What follows belongs to an exercise in optimizing a design on an open flow for small area, a short achievable clock period and few clock cycles per item; a production flow would make more cautious choices. Function was checked by simulation only, so behaviour that the tests miss may differ from the original. Power figures rest on the tool's default switching activity, not on a simulated workload.

<file path="design.v">
module queue_cmd_front #(
    parameter int PAYLOAD_SIZE = 24,
    parameter int ID_WIDTH     = 8,
    parameter int FIFO_SIZE    = 1024,
    parameter int PTR_WIDTH    = $clog2(FIFO_SIZE),
    parameter int QDATA_SIZE   = PAYLOAD_SIZE + ID_WIDTH
) (
    input  logic                    clk,
    input  logic                    reset,
    input  logic                    cmd_valid,
    output logic                    cmd_ready,
    input  logic [1:0]              cmd_op,
    input  logic [ID_WIDTH-1:0]     cmd_id,
    input  logic [PAYLOAD_SIZE-1:0] cmd_payload,
    output logic                    q_push_flag,
    output logic [QDATA_SIZE-1:0]   q_push_data,
    output logic                    q_pop_flag,
    input  logic [QDATA_SIZE-1:0]   q_pop_data,
    output logic                    q_remove_flag,
    output logic [PTR_WIDTH-1:0]    q_remove_index,
    input  logic                    q_full,
    input  logic                    q_empty,
    input  logic                    q_error_reg,
    input  logic                    q_error_rem,
    input  logic                    q_error_time,
    output logic                    rsp_valid,
    input  logic                    rsp_ready,
    output logic [2:0]              rsp_status,
    output logic [ID_WIDTH-1:0]     rsp_id,
    output logic [PAYLOAD_SIZE-1:0] rsp_payload
);
    localparam int DEPTH = 2 ** ID_WIDTH;
    localparam logic [1:0] OP_ADD    = 2'd0;
    localparam logic [1:0] OP_CANCEL = 2'd1;
    localparam logic [1:0] OP_POP    = 2'd2;
    localparam logic [2:0] ST_OK    = 3'd0;
    localparam logic [2:0] ST_DUP   = 3'd1;
    localparam logic [2:0] ST_NF    = 3'd2;
    localparam logic [2:0] ST_FULL  = 3'd3;
    localparam logic [2:0] ST_EMPTY = 3'd4;
    localparam logic [2:0] ST_QERR  = 3'd5;
    logic [DEPTH-1:0]        live;
    logic [PTR_WIDTH-1:0]    slot_mem [DEPTH];
    logic [PTR_WIDTH-1:0]    tail;
    logic                    d_add, d_can, d_pop, d_rsv;
    logic [ID_WIDTH-1:0]     d_id;
    logic [PAYLOAD_SIZE-1:0] d_pl;
    logic                    d_live;    
    logic                    d_pm;      
    logic [PTR_WIDTH-1:0]    d_slot;
    logic                    w_push, w_rem, w_pop;
    logic [ID_WIDTH-1:0]     w_id;
    localparam int NBANK = 4;
    logic [PTR_WIDTH-1:0]    w_slot [NBANK];
    logic                    r_v, r_fresh, s_v, s_fresh;
    logic [2:0]              r_st, s_st;
    logic [ID_WIDTH-1:0]     r_id, s_id;
    logic [PAYLOAD_SIZE-1:0] r_pl, s_pl;
    logic [1:0]              n_out;
    logic q_err, d_v, hit, push, rem, pop, acc, take, w_en, w_val;
    logic [2:0] d_st, r_fin, s_fin;
    logic [ID_WIDTH-1:0] d_rid;
    logic [PAYLOAD_SIZE-1:0] d_rpl;
    logic f_live, f_pm;
    logic [PTR_WIDTH-1:0] f_slot;
    logic live_rd;
    logic [PTR_WIDTH-1:0] slot_rd;
    assign q_err  = q_error_reg | q_error_rem | q_error_time;
    assign d_v    = d_add | d_can | d_pop | d_rsv;
    assign hit    = d_live & ~(d_pm & ~q_err);
    assign push   = d_add & ~hit & ~q_full;
    assign rem    = d_can & hit;
    assign pop    = d_pop & ~q_empty;
    assign take      = r_v & rsp_ready;
    assign cmd_ready = reset & (~n_out[1] | (~n_out[0] & rsp_ready));
    assign acc       = cmd_valid & cmd_ready;
    assign q_push_flag    = push;
    assign q_pop_flag     = pop;
    assign q_remove_flag  = rem;
    assign q_push_data    = {d_pl, d_id};
    assign q_remove_index = d_slot;
    assign r_fin       = (r_fresh & q_err) ? ST_QERR : r_st;
    assign s_fin       = (s_fresh & q_err) ? ST_QERR : s_st;
    assign rsp_valid   = r_v;
    assign rsp_status  = r_fin;
    assign rsp_id      = r_id;
    assign rsp_payload = r_pl;
    always_comb begin
        if (d_add)      d_st = hit ? ST_DUP : (q_full ? ST_FULL : ST_OK);
        else if (d_can) d_st = hit ? ST_OK : ST_NF;
        else if (d_pop) d_st = q_empty ? ST_EMPTY : ST_OK;
        else            d_st = ST_NF;
        if (d_pop) begin
            d_rid = q_empty ? '0 : q_pop_data[ID_WIDTH-1:0];
            d_rpl = q_empty ? '0 : q_pop_data[QDATA_SIZE-1:ID_WIDTH];
        end else begin
            d_rid = d_id;
            d_rpl = '0;
        end
    end
    assign w_en  = w_push | w_rem | (w_pop & ~q_err);
    assign w_val = w_push;
    always_comb begin
        if ((d_add | d_can) && d_id == cmd_id)
            f_live = d_add & (hit | ~q_full);
        else if ((w_push | w_rem | w_pop) && w_id == cmd_id)
            f_live = w_pop ? (live_rd & q_err) : w_push;
        else
            f_live = live_rd;
        f_pm   = pop && q_pop_data[ID_WIDTH-1:0] == cmd_id;
        if (push && d_id == cmd_id)
            f_slot = tail;
        else if (w_push && w_id == cmd_id)
            f_slot = tail - 1'b1;
        else
            f_slot = slot_rd;
    end
    always_ff @(posedge clk or negedge reset) begin
        if (!reset) begin
            d_add   <= 1'b0;
            d_can   <= 1'b0;
            d_pop   <= 1'b0;
            d_rsv   <= 1'b0;
            w_push  <= 1'b0;
            w_rem   <= 1'b0;
            w_pop   <= 1'b0;
            r_v     <= 1'b0;
            r_fresh <= 1'b0;
            s_v     <= 1'b0;
            s_fresh <= 1'b0;
            n_out   <= '0;
            live    <= '0;
            tail    <= '0;
        end else begin
            d_add <= acc && cmd_op == OP_ADD;
            d_can <= acc && cmd_op == OP_CANCEL;
            d_pop <= acc && cmd_op == OP_POP;
            d_rsv <= acc && cmd_op == 2'd3;
            w_push <= push;
            w_rem  <= rem;
            w_pop  <= pop;
            n_out <= n_out + 2'(acc) - 2'(take);
            if (!r_v || take) begin
                r_v     <= s_v | d_v;
                r_fresh <= ~s_v & (push | rem | pop);
                s_v     <= s_v & d_v;
                s_fresh <= s_v & (push | rem | pop);
            end else begin
                r_fresh <= 1'b0;
                s_v     <= s_v | d_v;
                s_fresh <= ~s_v & (push | rem | pop);
            end
            live <= live_nx;
            if (push) tail <= tail + 1'b1;
        end
    end
    always_ff @(posedge clk) begin
        d_id   <= cmd_id;
        d_pl   <= cmd_payload;
        d_slot <= f_slot;
        d_live <= f_live;
        d_pm   <= f_pm;
        if (push | rem) w_id <= d_id;
        if (pop)        w_id <= q_pop_data[ID_WIDTH-1:0];
        for (int b = 0; b < NBANK; b++)
            if (push && d_id[ID_WIDTH-1 -: 2] == 2'(b)) w_slot[b] <= tail;
        if (!r_v || take) begin
            if (s_v) begin
                r_st <= s_fin;
                r_id <= s_id;
                r_pl <= s_pl;
                s_st <= d_st;
                s_id <= d_rid;
                s_pl <= d_rpl;
            end else begin
                r_st <= d_st;
                r_id <= d_rid;
                r_pl <= d_rpl;
            end
        end else begin
            r_st <= r_fin;
            if (s_v) begin
                s_st <= s_fin;
            end else begin
                s_st <= d_st;
                s_id <= d_rid;
                s_pl <= d_rpl;
            end
        end
    end
    for (genvar l = 0; l <= ID_WIDTH; l++) begin : g_rd
        logic [PTR_WIDTH:0] n [2 ** (ID_WIDTH - l)];
        for (genvar j = 0; j < 2 ** (ID_WIDTH - l); j++) begin : g_n
            if (l == 0) begin : g_leaf
                assign n[j] = {live[j], slot_mem[j]};
            end else begin : g_mux
                assign n[j] = cmd_id[l-1] ? g_rd[l-1].n[2*j+1] : g_rd[l-1].n[2*j];
            end
        end
    end
    assign {live_rd, slot_rd} = g_rd[ID_WIDTH].n[0];
    logic [DEPTH-1:0] w_sel, live_nx;
    always_comb begin
        for (int i = 0; i < DEPTH; i++) begin
            w_sel[i]   = (w_id == ID_WIDTH'(i));
            live_nx[i] = (w_en & w_sel[i]) ? w_val : live[i];
        end
    end
    for (genvar i = 0; i < DEPTH; i++) begin : g_slot
        always_ff @(posedge clk) begin
            if (w_push & w_sel[i]) slot_mem[i] <= w_slot[i / (DEPTH / NBANK)];
        end
    end
endmodule
</file>
<file path="run.sh">
#!/bin/bash
# synth_recipe.tcl (not shown) runs the flow's synth.tcl, then flattens the netlist and writes it again
# the make line also repeats each setting of config.mk as NAME=value (left out here)
make -C /OpenROAD-flow-scripts/flow DESIGN_CONFIG=/design/flow/config.mk WORK_HOME=/design/flow/orfs CLKGATE_MAP_FILE= SYNTH_SCRIPT=/design/flow/synth_recipe.tcl finish
</file>
<file path="config.mk">
export PLATFORM = sky130hd
export DESIGN_NAME = queue_cmd_front
export DESIGN_NICKNAME = queue_cmd_front
export VERILOG_FILES = /design/flow/design.v
export SDC_FILE = /design/flow/constraint.sdc
export NUM_CORES = 4
export LEC_CHECK = 0
export CAP_MARGIN = 20
export CORE_MARGIN = 2
export CORE_UTILIZATION = 50
export CTS_BUF_LIST = sky130_fd_sc_hd__clkbuf_8
export CTS_CLUSTER_SIZE = 30
export SETUP_SLACK_MARGIN = 3.3
export SLEW_MARGIN = 20
</file>
<file path="constraint.sdc">
create_clock -name core_clock -period 6.5 [get_ports {clk}]
set_input_delay 1.3000 -clock core_clock [delete_from_list [all_inputs] [get_ports {clk}]]
set_output_delay 1.3000 -clock core_clock [all_outputs]
set_load 0.01 [all_outputs]
</file>
==> results.json, run 1 <==
{
  "syn_avg_cell_area_um2": 19.0,
  "crit_path_frequent_cell": "buf_6",
  "port-buffer-count": 156,
  "syn_nets": 6294,
  "yosysSeqAreaShare": 0.746,
  "final_common_cell": "edfxtp_1",
  "ir_drop_v": 0.000174,
  "areaGrowthSynthToFinish_pct": 13.6,
  "core-area_mm2": 0.235,
  "clk_pin_slew_ps": 60,
  "synth.area.mux_share": 0.146,
  "overflow": 0,
  "drive_above_1_share": 0.271,
  "start_kind": "primary input",
  "drtAntennaViolNets": 0,
  "cts_made_buffers": 490,
  "status": "no timing/DRC/antenna violations",
  "relSlewSlack": 0.121,
  "clock_path_buffers": 4,
  "die_h_um": 490,
  "via_per_inst": 6.34,
  "grt_pass1_vias": 64200,
  "rsz0062_at_grt": "yes",
  "cts_sinks": 3001,
  "synthTopCellsByArea": "edfxtp_1, mux4_2, dfrtp_1, o21ai_0, mux2i_1",
  "worst_r2r_startpoint": "w_id[1]",
  "fillers": 18000,
  "synth.distinct_cells": 76,
  "slew_viol_final": 0,
  "yosys.area_share.xor_xnor": 0.00267,
  "synthArstFlopShare": 0.0930,
  "hold_viol": 0,
  "synthAdderAreaFrac": 0.000423,
  "synth-simple-area-share": 0.0295,
  "pin_count": 157,
  "synth_area_mm2": 0.118,
  "finalClockSkew_ps": 111,
  "drt-initial-drc-count": 8483,
  "clock.fmax_ghz": 0.257,
  "crit_type": "primary input to output pin",
  "grt_pass1_wl_um": 492000,
  "ys_ff_latch": 3001,
  "synthCells": 6215,
  "power_density_mw_per_mm2": 282,
  "final_cell_mix": "edfxtp_1, mux4_2, o21ai_0, clkbuf_8, buf_4",
  "slowest_delay_ps": 540,
  "finalNetCount": 6863,
  "antenna_found_initial": 14,
  "finalCriticalPeriod_ps": 3890,
  "cp_cell_sequence": "buf_6, or4b_4, and2_4, or2_4, inv_8, buf_6",
  "die-area_mm2": 0.240,
  "setup_slack_ps": 2610,
  "yosysTopAreaCell": "edfxtp_1",
  "vias": 65400,
  "grtUsageTotal": 0.290,
  "crit_start": "q_error_time",
  "synth_compound_area_frac": 0.0516,
  "maxCapViolations": 0,
  "arrival_ps": 2590,
  "synth_top_family_by_area": "multiplexers",
  "r2r_end": "slot_mem[42][8]",
  "drt-total-wl_um": 354000,
  "hold_class": "primary input to async pin",
  "finalSetupTns_ps": 0,
  "cp-endpoint": "q_push_flag",
  "drc": 0,
  "first_pass_iters": 6,
  "required_ps": 5200,
  "synth.top_cell.area_share": 0.679,
  "synth-main-ff-cell": "edfxtp_1",
  "period_share": 0.598,
  "clk_latency_ps": 1140,
  "dpl.hpwl_um": 214000,
  "gp_congestion": 0.929,
  "start_util": 0.503,
  "worst_pin_slew_ps": 1310,
  "crit_path_end_kind": "output pin",
  "cts_tree": "yes",
  "grt_max_degree": 90,
  "die_w_um": 490,
  "rrSetupSlack_ps": 3290,
  "clockRootBuffer": "clkbuf_8",
  "ys_warn_count": 12,
  "p_leak_uw": 0.0416,
  "h-tree-depth": 5,
  "critPathMaxFanout": 2,
  "post-place-ws_ps": 1310,
  "synth_edf_count": 2675,
  "r2r_cells": 4,
  "rows": 178,
  "slowest_stage": "or4b_4",
  "setup_viol": 0,
  "wl_per_cell_um": 34.3
}
==> worst min-delay path by stage <==
| stage | slack [ps] | startpoint | end |
|---|---|---|---|
| final | 200 | reset | live[192] |
| after global routing | 150 | reset | live[211] |
| after CTS | 120 | reset | w_rem |
| after detailed placement | 470 | d_rsv | r_v |
| after global placement | 440 | d_rsv | r_v |
| after floorplan | 430 | d_rsv | r_v |
==> critical path: cells and delay by family <==
kind / cells / cell delay [ps]
buffers and inverters: 3 / 290
AND/OR/NAND/NOR: 3 / 980
==> per-stage QoR <==
stage / hold WS (ps) / power, uW / cells / util / area, um^2
floorplan: 427 / 22500 / 6215 / - / 118000
global placement: 443 / 23400 / 9387 / 0.527 / 124000
detailed placement: 466 / 23400 / 9390 / 0.527 / 124000
CTS: 121 / 38000 / 10300 / 0.568 / 134000
global route: 153 / 38900 / 10300 / 0.571 / 134000
finish: 198 / 37800 / 10300 / 0.571 / 134000
==> synth_stat cells, types with 6 or more instances <==
cell type	n
edfxtp_1	2675
mux4_2	641
o21ai_0	609
nor2_1	331
dfrtp_1	279
nand2_1	241
clkbuf_1	233
mux2i_1	191
a22oi_1	103
buf_2	82
a21oi_1	72
o22ai_1	56
nand3_1	54
dfxtp_1	47
mux2_2	46
buf_4	44
a221oi_1	35
buf_6	34
nor3_1	32
a22o_1	30
nor2b_1	23
xor2_1	23
a211oi_1	22
inv_1	22
buf_12	19
mux4_1	17
nor4_1	17
a31oi_1	16
nand4_1	16
nand2b_1	14
buf_8	13
xnor2_1	13
and3_1	12
or3_1	11
and2_1	10
o221ai_1	10
o31ai_1	9
buf_1	8
nand3b_1	7
o211ai_1	7
a311oi_1	6
==> where the power goes <==
part | switching, uW | internal [uW]
sequential | 103 | 20900
combinational | 1290 | 796
clock | 7330 | 7390
==> logic make-up (layout without fill, tap and decap cells) <==
logic type | after synthesis | count (layout)
mux | 895 | 895
flops | 3001 | 3001
compound gates | 1026 | 1026
other cells | 0 | 9
simple gates | 793 | 794
fa+ha+maj | 4 | 4
xor+xnor | 36 | 36
buf+inv | 460 | 1405
==> sequential cells by signal, summed over array words and instances, names as in the netlist, 10 cells and up <==
| register | count |
|---|---|
| s_pl | 24 |
| w_slot | 40 |
| d_slot | 10 |
| d_pl | 24 |
| live | 256 |
| slot_mem | 2560 |
| tail | 10 |
| r_pl | 24 |
==> area by class of cell <==
cell class                 count  area [um^2]  share of cell area
multi-input combinational   2755        28400               0.211
antenna                        9         22.5            0.000168
sequential                  3001        88300               0.657
tap                         3150         3940              0.0293
clock inverter               355         1550              0.0115
clock buffer                 514         7070              0.0527
timing repair buffer         509         4920              0.0366
inverter                      27          123            0.000913
==> what timing repair did <==
item / in CTS / in global routing
hold buffers: 3 / 0
gates cloned: 5 / 6
pin swaps: 9 / 7
hold endpoints to repair: 10 / 0
buffers inserted: 29 / 6
endpoints found under the setup margin: 1049 / 1047
resized for setup: 336 / 107
==> routing by layer <==
layer / global-route usage / vias to the layer above / routed length [um]
li1: - / 26500 / -
met1: 0.402 / 34500 / 139000
met2: 0.440 / 3651 / 162000
met3: 0.0729 / 827 / 36000
met4: 0.126 / 8 / 17300
met5: 0 / - / 52
Testbench counts, summed over its fixed seeds: cycles 16,016, commands 16,000.
==> inputs of run 2 (changes only) <==
--- a/config.mk
+++ b/config.mk
@@ -8,5 +8,5 @@
 export CAP_MARGIN = 20
 export CORE_MARGIN = 2
-export CORE_UTILIZATION = 50
+export CORE_UTILIZATION = 60
 export CTS_BUF_LIST = sky130_fd_sc_hd__clkbuf_8
 export CTS_CLUSTER_SIZE = 30
==> run 2 against run 1 <==
Still clean on timing, DRC and antenna. Global-route usage rose by 6.3 points. Register-to-register slack worse by 50 ps. Final cell count down 5.4%. Via count grew 0.39%. First-iteration DRC count is 5.4% higher. Critical path type unchanged. Critical endpoint unchanged.
==> results.json, run 2 <==
{
  "drtAntennaViolNets": 0,
  "slew_viol_final": 0,
  "clock_path_buffers": 4,
  "seqPwrFrac": 0.560,
  "synth_edf_count": 2675,
  "drt-total-wl_um": 352000,
  "cts_tree": "yes",
  "hold_viol": 0,
  "instances_no_fill": 9759,
  "placed_area_mm2": 0.123,
  "critPathMaxFanout": 2,
  "clock_power_share": 0.385,
  "vias": 65700,
  "clock.fmax_ghz": 0.259,
  "yosysTopAreaCell": "edfxtp_1",
  "drc": 0,
  "first_pass_iters": 6,
  "ys_warn_count": 12,
  "top_regs": "slot_mem: 2560 flops, live: 256 flops, w_slot: 40 flops",
  "ir_drop_v": 0.000235,
  "syn_avg_cell_area_um2": 19.0,
  "port-buffer-count": 156,
  "rows": 162,
  "synth.top_cell.area_share": 0.679,
  "switchingPower_uw": 8640,
  "start_kind": "primary input",
  "largest-register": "slot_mem",
  "yosysMostFrequentCell": "edfxtp_1",
  "rsz0062_at_grt": "yes",
  "worst_pin_slew_ps": 1280,
  "met3WireLength_um": 36500,
  "synth-main-ff-cell": "edfxtp_1",
  "grt_pass1_wl_um": 489000,
  "holdWs_ps": 43.4,
  "synth_area_mm2": 0.118,
  "synth_common_cells": "edfxtp_1, mux4_2, o21ai_0",
  "relSlewSlack": 0.143,
  "finalCriticalPeriod_ps": 3860,
  "intPower_uw": 28900,
  "wl_met1_um": 133000,
  "crit_type": "primary input to output pin",
  "antenna_found_initial": 27,
  "drive_above_1_share": 0.266,
  "die_w_um": 448,
  "period_share": 0.594,
  "fillers": 13000,
  "clk_latency_ps": 1150,
  "ys_ff_latch": 3001,
  "synth.distinct_cells": 76,
  "core-area_mm2": 0.195,
  "grt_max_degree": 87,
  "clockRootBuffer": "clkbuf_8",
  "finalNetCount": 6847,
  "status": "no timing/DRC/antenna violations",
  "wl_per_cell_um": 36.1,
  "hold_buffers": 0,
  "yosysSeqAreaShare": 0.746,
  "switching_share": 0.230,
  "cts_made_buffers": 483,
  "synthArstFlopShare": 0.0930,
  "synthTopCellsByArea": "edfxtp_1, mux4_2, dfrtp_1, o21ai_0, mux2i_1",
  "die_h_um": 448,
  "combPwrFrac": 0.055,
  "p_leak_uw": 0.0415,
  "syn_nets": 6294,
  "via_per_inst": 6.73,
  "grtUsageTotal": 0.353,
  "met2_length_um": 162000,
  "areaGrowthSynthToFinish_pct": 12.9,
  "final_common_cell": "edfxtp_1",
  "finalClockSkew_ps": 61.0,
  "h-tree-depth": 5,
  "start_util": 0.605,
  "grt_pass1_vias": 64300,
  "setup_viol": 0,
  "crit_path_end_kind": "output pin",
  "routed.top_layer": "met5",
  "arrival_ps": 2560,
  "drt-initial-drc-count": 8945,
  "finalInstanceArea_mm2": 0.133,
  "clk_pin_slew_ps": 70,
  "pin_count": 157,
  "power_density_mw_per_mm2": 281,
  "largest_reg_flops": 2560,
  "place_inst": 8867,
  "die-area_mm2": 0.201,
  "overflow": 0,
  "gp_congestion": 0.946,
  "hold_class": "primary input to async pin",
  "final_cell_mix": "edfxtp_1, mux4_2, o21ai_0, clkbuf_8, buf_4",
  "finalSetupTns_ps": 0,
  "required_ps": 5200,
  "synthCells": 6215,
  "cts_sinks": 3001,
  "dpl.hpwl_um": 211000,
  "maxCapViolations": 0
}
## run 2: cell types whose count changed in the layout (fill, tap and decap cells not counted), sizes merged
cell	previous run	this run
clkinv	131	148
bufbuf	4	9
buf	359	346
clkinvlp	8	3
clkdlybuf4s15	15	3
dlygate4sd3	2	0
nor2b	24	23
clkbuf	521	510
diode	9	14
inv	239	209
dlygate4sd2	62	74
## run 2: metrics by stage
stage,util,total power (uW),setup WS [ps]
floorplan,-,22500,2820
global placement,0.630,23400,1450
detailed placement,0.631,23400,1410
CTS,0.679,37600,2550
global route,0.683,38600,2550
finish,0.683,37500,2640
## run 2: final cells by class
cell class / count / area [um^2] / area share
repair buffers: 501 / 4900 / 0.0367
multi-input cells: 2754 / 28500 / 0.213
flip-flops and latches: 3001 / 88300 / 0.662
well taps: 2624 / 3280 / 0.0246
clock inverters: 337 / 1430 / 0.0107
diodes: 14 / 35.0 / 0.000263
inverters: 27 / 115 / 0.000863
clock buffers: 501 / 6900 / 0.0517
## run 2: path summary, 6_finish.rpt
| path | end | cells after the start | from | slack [ps] |
|---|---|---|---|---|
| setup reg to reg | slot_mem[97][5] | 6 | w_id[3] | 3240 |
| hold / removal | live[29] | 1 | reset | 40 |
| setup / recovery | q_push_flag | 6 | q_error_time | 2640 |
| hold reg to reg | r_v | 2 | d_rsv | 490 |
| max in group asynchronous | live[85] | 3 | reset | 4720 |
| min in group core_clock | d_id[5] | 1 | cmd_id[5] | 410 |
## run 2: worst max-delay path: stages
cell and delay [ps]:
buf_6 90, or4b_4 540, and2_4 160, or2_4 270, inv_8 90, buf_6 100
## run 2: logic make-up after synthesis
family,Yosys count,synth area share
DFF,3001,0.746
AOI/OAI and AO/OA,1026,0.0516
muxes,895,0.146
and+or+nand+nor,793,0.0295
buffers and inverters,460,0.0229
xor gates and xnor gates,36,0.00267
adders and majority gates,4,0.000423
## run 2: repair_timing
item / CTS / global route
pin swaps: 8 / 7
buffers inserted: 12 / 8
gates resized for setup: 306 / 99
endpoints found under the setup margin: 1089 / 668
gates cloned: 9 / 7
## run 2: metal layers
layer | global-route usage | up-vias
li1 | - | 26400
met1 | 0.486 | 34400
met2 | 0.528 | 3901
met3 | 0.0859 | 923
met4 | 0.190 | 18
met5 | 0 | -
## run 2: power by group through the flow
stage	Sequential, uW	Combinational, uW	Clock, uW
detailed placement	21400	1940	0
CTS	21000	1980	14600
global route	21000	2110	15400
global placement	21400	1930	0
floorplan	21400	1080	0
finish	21000	2050	14400
==> inputs of run 3 (changes only) <==
--- a/design.v
+++ b/design.v
@@ -48,9 +48,10 @@
     logic                    d_live;    
     logic                    d_pm;      
-    logic [PTR_WIDTH-1:0]    d_slot;
+    logic [PTR_WIDTH-1:0]    d_slot;    
+    logic                    d_fsel;    
+    logic [PTR_WIDTH-1:0]    d_fval;    
     logic                    w_push, w_rem, w_pop;
     logic [ID_WIDTH-1:0]     w_id;
-    localparam int NBANK = 4;
-    logic [PTR_WIDTH-1:0]    w_slot [NBANK];
+    logic [PTR_WIDTH-1:0]    w_slot;
     logic                    r_v, r_fresh, s_v, s_fresh;
     logic [2:0]              r_st, s_st;
@@ -62,6 +63,6 @@
     logic [ID_WIDTH-1:0] d_rid;
     logic [PAYLOAD_SIZE-1:0] d_rpl;
-    logic f_live, f_pm;
-    logic [PTR_WIDTH-1:0] f_slot;
+    logic f_live, f_pm, f_fsel;
+    logic [PTR_WIDTH-1:0] f_fval;
     logic live_rd;
     logic [PTR_WIDTH-1:0] slot_rd;
@@ -79,5 +80,5 @@
     assign q_remove_flag  = rem;
     assign q_push_data    = {d_pl, d_id};
-    assign q_remove_index = d_slot;
+    assign q_remove_index = d_fsel ? d_fval : d_slot;
     assign r_fin       = (r_fresh & q_err) ? ST_QERR : r_st;
     assign s_fin       = (s_fresh & q_err) ? ST_QERR : s_st;
@@ -109,10 +110,6 @@
             f_live = live_rd;
         f_pm   = pop && q_pop_data[ID_WIDTH-1:0] == cmd_id;
-        if (push && d_id == cmd_id)
-            f_slot = tail;
-        else if (w_push && w_id == cmd_id)
-            f_slot = tail - 1'b1;
-        else
-            f_slot = slot_rd;
+        f_fsel = (push && d_id == cmd_id) || (w_push && w_id == cmd_id);
+        f_fval = (push && d_id == cmd_id) ? tail : w_slot;
     end
     always_ff @(posedge clk or negedge reset) begin
@@ -158,11 +155,12 @@
         d_id   <= cmd_id;
         d_pl   <= cmd_payload;
-        d_slot <= f_slot;
+        d_slot <= slot_rd;
+        d_fsel <= f_fsel;
+        d_fval <= f_fval;
         d_live <= f_live;
         d_pm   <= f_pm;
         if (push | rem) w_id <= d_id;
         if (pop)        w_id <= q_pop_data[ID_WIDTH-1:0];
-        for (int b = 0; b < NBANK; b++)
-            if (push && d_id[ID_WIDTH-1 -: 2] == 2'(b)) w_slot[b] <= tail;
+        if (push)       w_slot <= tail;
         if (!r_v || take) begin
             if (s_v) begin
@@ -209,5 +207,5 @@
     for (genvar i = 0; i < DEPTH; i++) begin : g_slot
         always_ff @(posedge clk) begin
-            if (w_push & w_sel[i]) slot_mem[i] <= w_slot[i / (DEPTH / NBANK)];
+            if (w_push & w_sel[i]) slot_mem[i] <= w_slot;
         end
     end
--- a/config.mk
+++ b/config.mk
@@ -8,7 +8,5 @@
 export CAP_MARGIN = 20
 export CORE_MARGIN = 2
-export CORE_UTILIZATION = 60
-export CTS_BUF_LIST = sky130_fd_sc_hd__clkbuf_8
-export CTS_CLUSTER_SIZE = 30
+export CORE_UTILIZATION = 50
 export SETUP_SLACK_MARGIN = 3.3
 export SLEW_MARGIN = 20
==> run 3 against run 2 <==
Clock power up 21%. Combinational power down 7%. Die area up 18%. Final cell count down 3.7%. Wire length down 14%. Design area up 1.6%. Still clean.
==> results.json, run 3 <==
{
  "status": "no timing/DRC/antenna violations",
  "clock.fmax_ghz": 0.281,
  "ys_warn_count": 11,
  "placed_area_mm2": 0.122,
  "core-area_mm2": 0.230,
  "synth_compound_area_frac": 0.0354,
  "grt_max_degree": 234,
  "slew_viol_final": 0,
  "synth-main-ff-cell": "edfxtp_1",
  "synthAdderAreaFrac": 0.000410,
  "overflow": 0,
  "drive_above_1_share": 0.314,
  "pin_count": 157,
  "slowest_delay_ps": 250,
  "arrival_ps": 2260,
  "worst_pin_slew_ps": 1140,
  "maxCapViolations": 0,
  "grt_pass1_wl_um": 436000,
  "period_share": 0.548,
  "wl_per_cell_um": 32.4,
  "yosysTopAreaCell": "edfxtp_1",
  "start_util": 0.504,
  "power_density_mw_per_mm2": 296,
  "crit_path_frequent_cell": "buf_6",
  "synthCells": 5665,
  "drt-initial-drc-count": 7069,
  "synth-simple-area-share": 0.0199,
  "final_common_cell": "edfxtp_1",
  "grt_pass1_vias": 59200,
  "synth_edf_count": 2645,
  "synthTopCellsByArea": "edfxtp_1, mux4_2, dfrtp_1, o21ai_0, dfxtp_1",
  "antenna_found_initial": 15,
  "hold_class": "primary input to async pin",
  "cts_sinks": 2982,
  "r2r_cells": 5,
  "die_h_um": 486,
  "dpl.hpwl_um": 171000,
  "finalInstanceArea_mm2": 0.135,
  "relSlewSlack": 0.237,
  "worstPathBufferInverterCount": 3,
  "crit_cells": 6,
  "syn_avg_cell_area_um2": 20.5,
  "instances_no_fill": 9398,
  "synth_area_mm2": 0.116,
  "ys_ff_latch": 2982,
  "synthArstFlopShare": 0.0936,
  "synth.area.mux_share": 0.172,
  "finalPower_uw": 40100,
  "finalClockSkew_ps": 64.3,
  "synth.top_cell.area_share": 0.684,
  "slowest_stage": "nor3_4",
  "rsz0062_at_grt": "yes",
  "final_cell_mix": "edfxtp_1, mux4_2, o21ai_0, clkbuf_16, dfrtp_1",
  "setup_viol": 0,
  "hold_viol": 0,
  "crit_type": "primary input to output pin",
  "required_ps": 5200,
  "grtUsageTotal": 0.257,
  "yosys.area_share.xor_xnor": 0.00272,
  "top_regs": "slot_mem: 2560 flops, live: 256 flops",
  "critPathMaxFanout": 2,
  "crit_path_end_kind": "output pin",
  "finalCriticalPeriod_ps": 3560,
  "place_inst": 8679,
  "via_per_inst": 6.30,
  "finalSetupTns_ps": 0,
  "syn_nets": 5743,
  "areaGrowthSynthToFinish_pct": 16.7,
  "drtAntennaViolNets": 0,
  "vias": 59200,
  "clk_pin_slew_ps": 60,
  "synth.distinct_cells": 54,
  "gp_congestion": 0.822,
  "clock_path_buffers": 4,
  "clk_latency_ps": 930,
  "cp_cell_sequence": "buf_8, nor3_4, a21boi_2, nor3b_2, buf_6, buf_6",
  "p_leak_uw": 0.0457,
  "synth_common_cells": "edfxtp_1, mux4_2, o21ai_0",
  "synth_top_family_by_area": "multiplexers",
  "yosysMostFrequentCell": "edfxtp_1",
  "start_kind": "primary input",
  "largest-register": "slot_mem",
  "die_w_um": 486,
  "clockRootBuffer": "clkbuf_16",
  "yosysSeqAreaShare": 0.754,
  "path_delay_family": "simple AND/OR/NAND/NOR gates",
  "drc": 0,
  "holdWs_ps": 199,
  "drt-total-wl_um": 304000,
  "cts_made_buffers": 320,
  "rows": 176,
  "die-area_mm2": 0.236,
  "finalNetCount": 6210,
  "fillers": 16600,
  "largest_reg_flops": 2560,
  "ir_drop_v": 0.000238,
  "h-tree-depth": 5,
  "cts_tree": "yes",
  "first_pass_iters": 7,
  "port-buffer-count": 156
}
-- run 3: cell types whose count changed after synthesis, moves of 26 or more --
cell,before,now
a221oi_1,35,5
a22o_1,30,0
buf_4,44,7
buf_6,34,8
clkbuf_1,233,284
edfxtp_1,2675,2645
mux2i_1,191,20
mux4_2,641,855
nand2_1,241,153
nand3_1,54,22
nor2_1,331,281
nor3_1,32,6
o22ai_1,56,1
-- run 3: worst register-to-register path: stages (launching register included) --
cell      delay (ps)
edfxtp_1         730
nand2_1          120
nor2_1           400
nand2_2          270
buf_4            370
nor2_1           890
-- run 3: repair_timing --
item,4_1_cts,5_1_grt
buffers inserted,64,42
pin swaps,48,29
hold buffers,0,0
cloned,36,11
endpoints found under the setup margin,526,748
gates resized for setup,352,89
-- run 3: final timing paths --
kind / from / endpoint / slack, ps
max reg2reg: w_id[1] / slot_mem[90][0] / 3290
min reg2reg: tail[9] / w_slot[9] / 490
min: reset / s_v / 200
max in group asynchronous: reset / live[79] / 5090
min in group core_clock: tail[9] / w_slot[9] / 490
max: q_error_reg / q_push_flag / 2940
-- run 3: cells by family (layout without fill, tap and decap cells) --
| group | Yosys count | after routing |
|---|---|---|
| flip-flops | 2982 | 2982 |
| adder cells (fa/ha/maj) | 4 | 4 |
| AND/OR/NAND/NOR | 543 | 545 |
| other | 0 | 2 |
| multiplexers | 920 | 920 |
| AO/OA/AOI/OAI | 760 | 760 |
| XOR/XNOR | 36 | 36 |
| buffers and inverters | 420 | 1123 |
-- run 3: stage by stage --
stage | util | setup WS [ps]
detailed placement | 0.530 | 1220
global placement | 0.530 | 1210
global route | 0.588 | 2920
floorplan | - | 2440
CTS | 0.584 | 2980
finish | 0.588 | 2940
-- run 3: metal layers --
layer / vias to the layer above / part of all wire / track usage
met5: - / 0.000036 / 0
met4: 2 / 0.031 / 0.0787
met3: 457 / 0.080 / 0.0441
met2: 2613 / 0.48 / 0.402
met1: 31900 / 0.41 / 0.375
li1: 24300 / - / -
-- run 3: area by class of cell --
class	count	area (um^2)	share of cell area
sequential	2982	87600	0.646
timing repair inverter	2	17.5	0.000129
multi-input combinational	2265	27700	0.205
tap	3026	3790	0.0279
clock inverter	143	1250	0.00922
inverter	18	91.3	0.000674
timing repair buffer	543	6410	0.0473
clock buffer	417	8610	0.0635
antenna	2	5.00	0.0000369
-- run 3: report_power, final --
group | internal, uW | switching (uW) | total (uW)
sequential | 20800 | 92.2 | 20800
combinational | 894 | 1010 | 1900
clock | 10100 | 7260 | 17400
Testbench counts of run 3, summed over its fixed seeds: cycles 16,016, commands 16,000.

-- separate check: timing with driven ports --
How much do the figures lean on ideal ports? The routed layouts below were timed once more, with nothing changed but the port constraints. Step 1 assumes that a clkbuf_16 drives the clock port and a buf_2 every other input. Step 2 moves the port delays by t, midway between the first and last clock arrival at a register: inputs arrive t later, outputs are due t later. That takes back most of the time a late clock gives input paths. a / b / c = ideal ports / drivers / drivers and shift; a / b = the first two.
run | t, ns | setup slack, ns | pins driven straight from the clock port
run 1 | 1.175 | 2.613 / 2.580 / 1.774 | 1
run 2 | 1.196 | 2.637 / 2.561 / 1.802 | 1
run 3 | 0.988 | 2.938 / 2.851 / 1.863 | 1
After both steps every run listed still meets setup and hold. The setup slack of run 3, which loses most, moves by -0.087 ns with the drivers and by -1.075 ns with both steps.
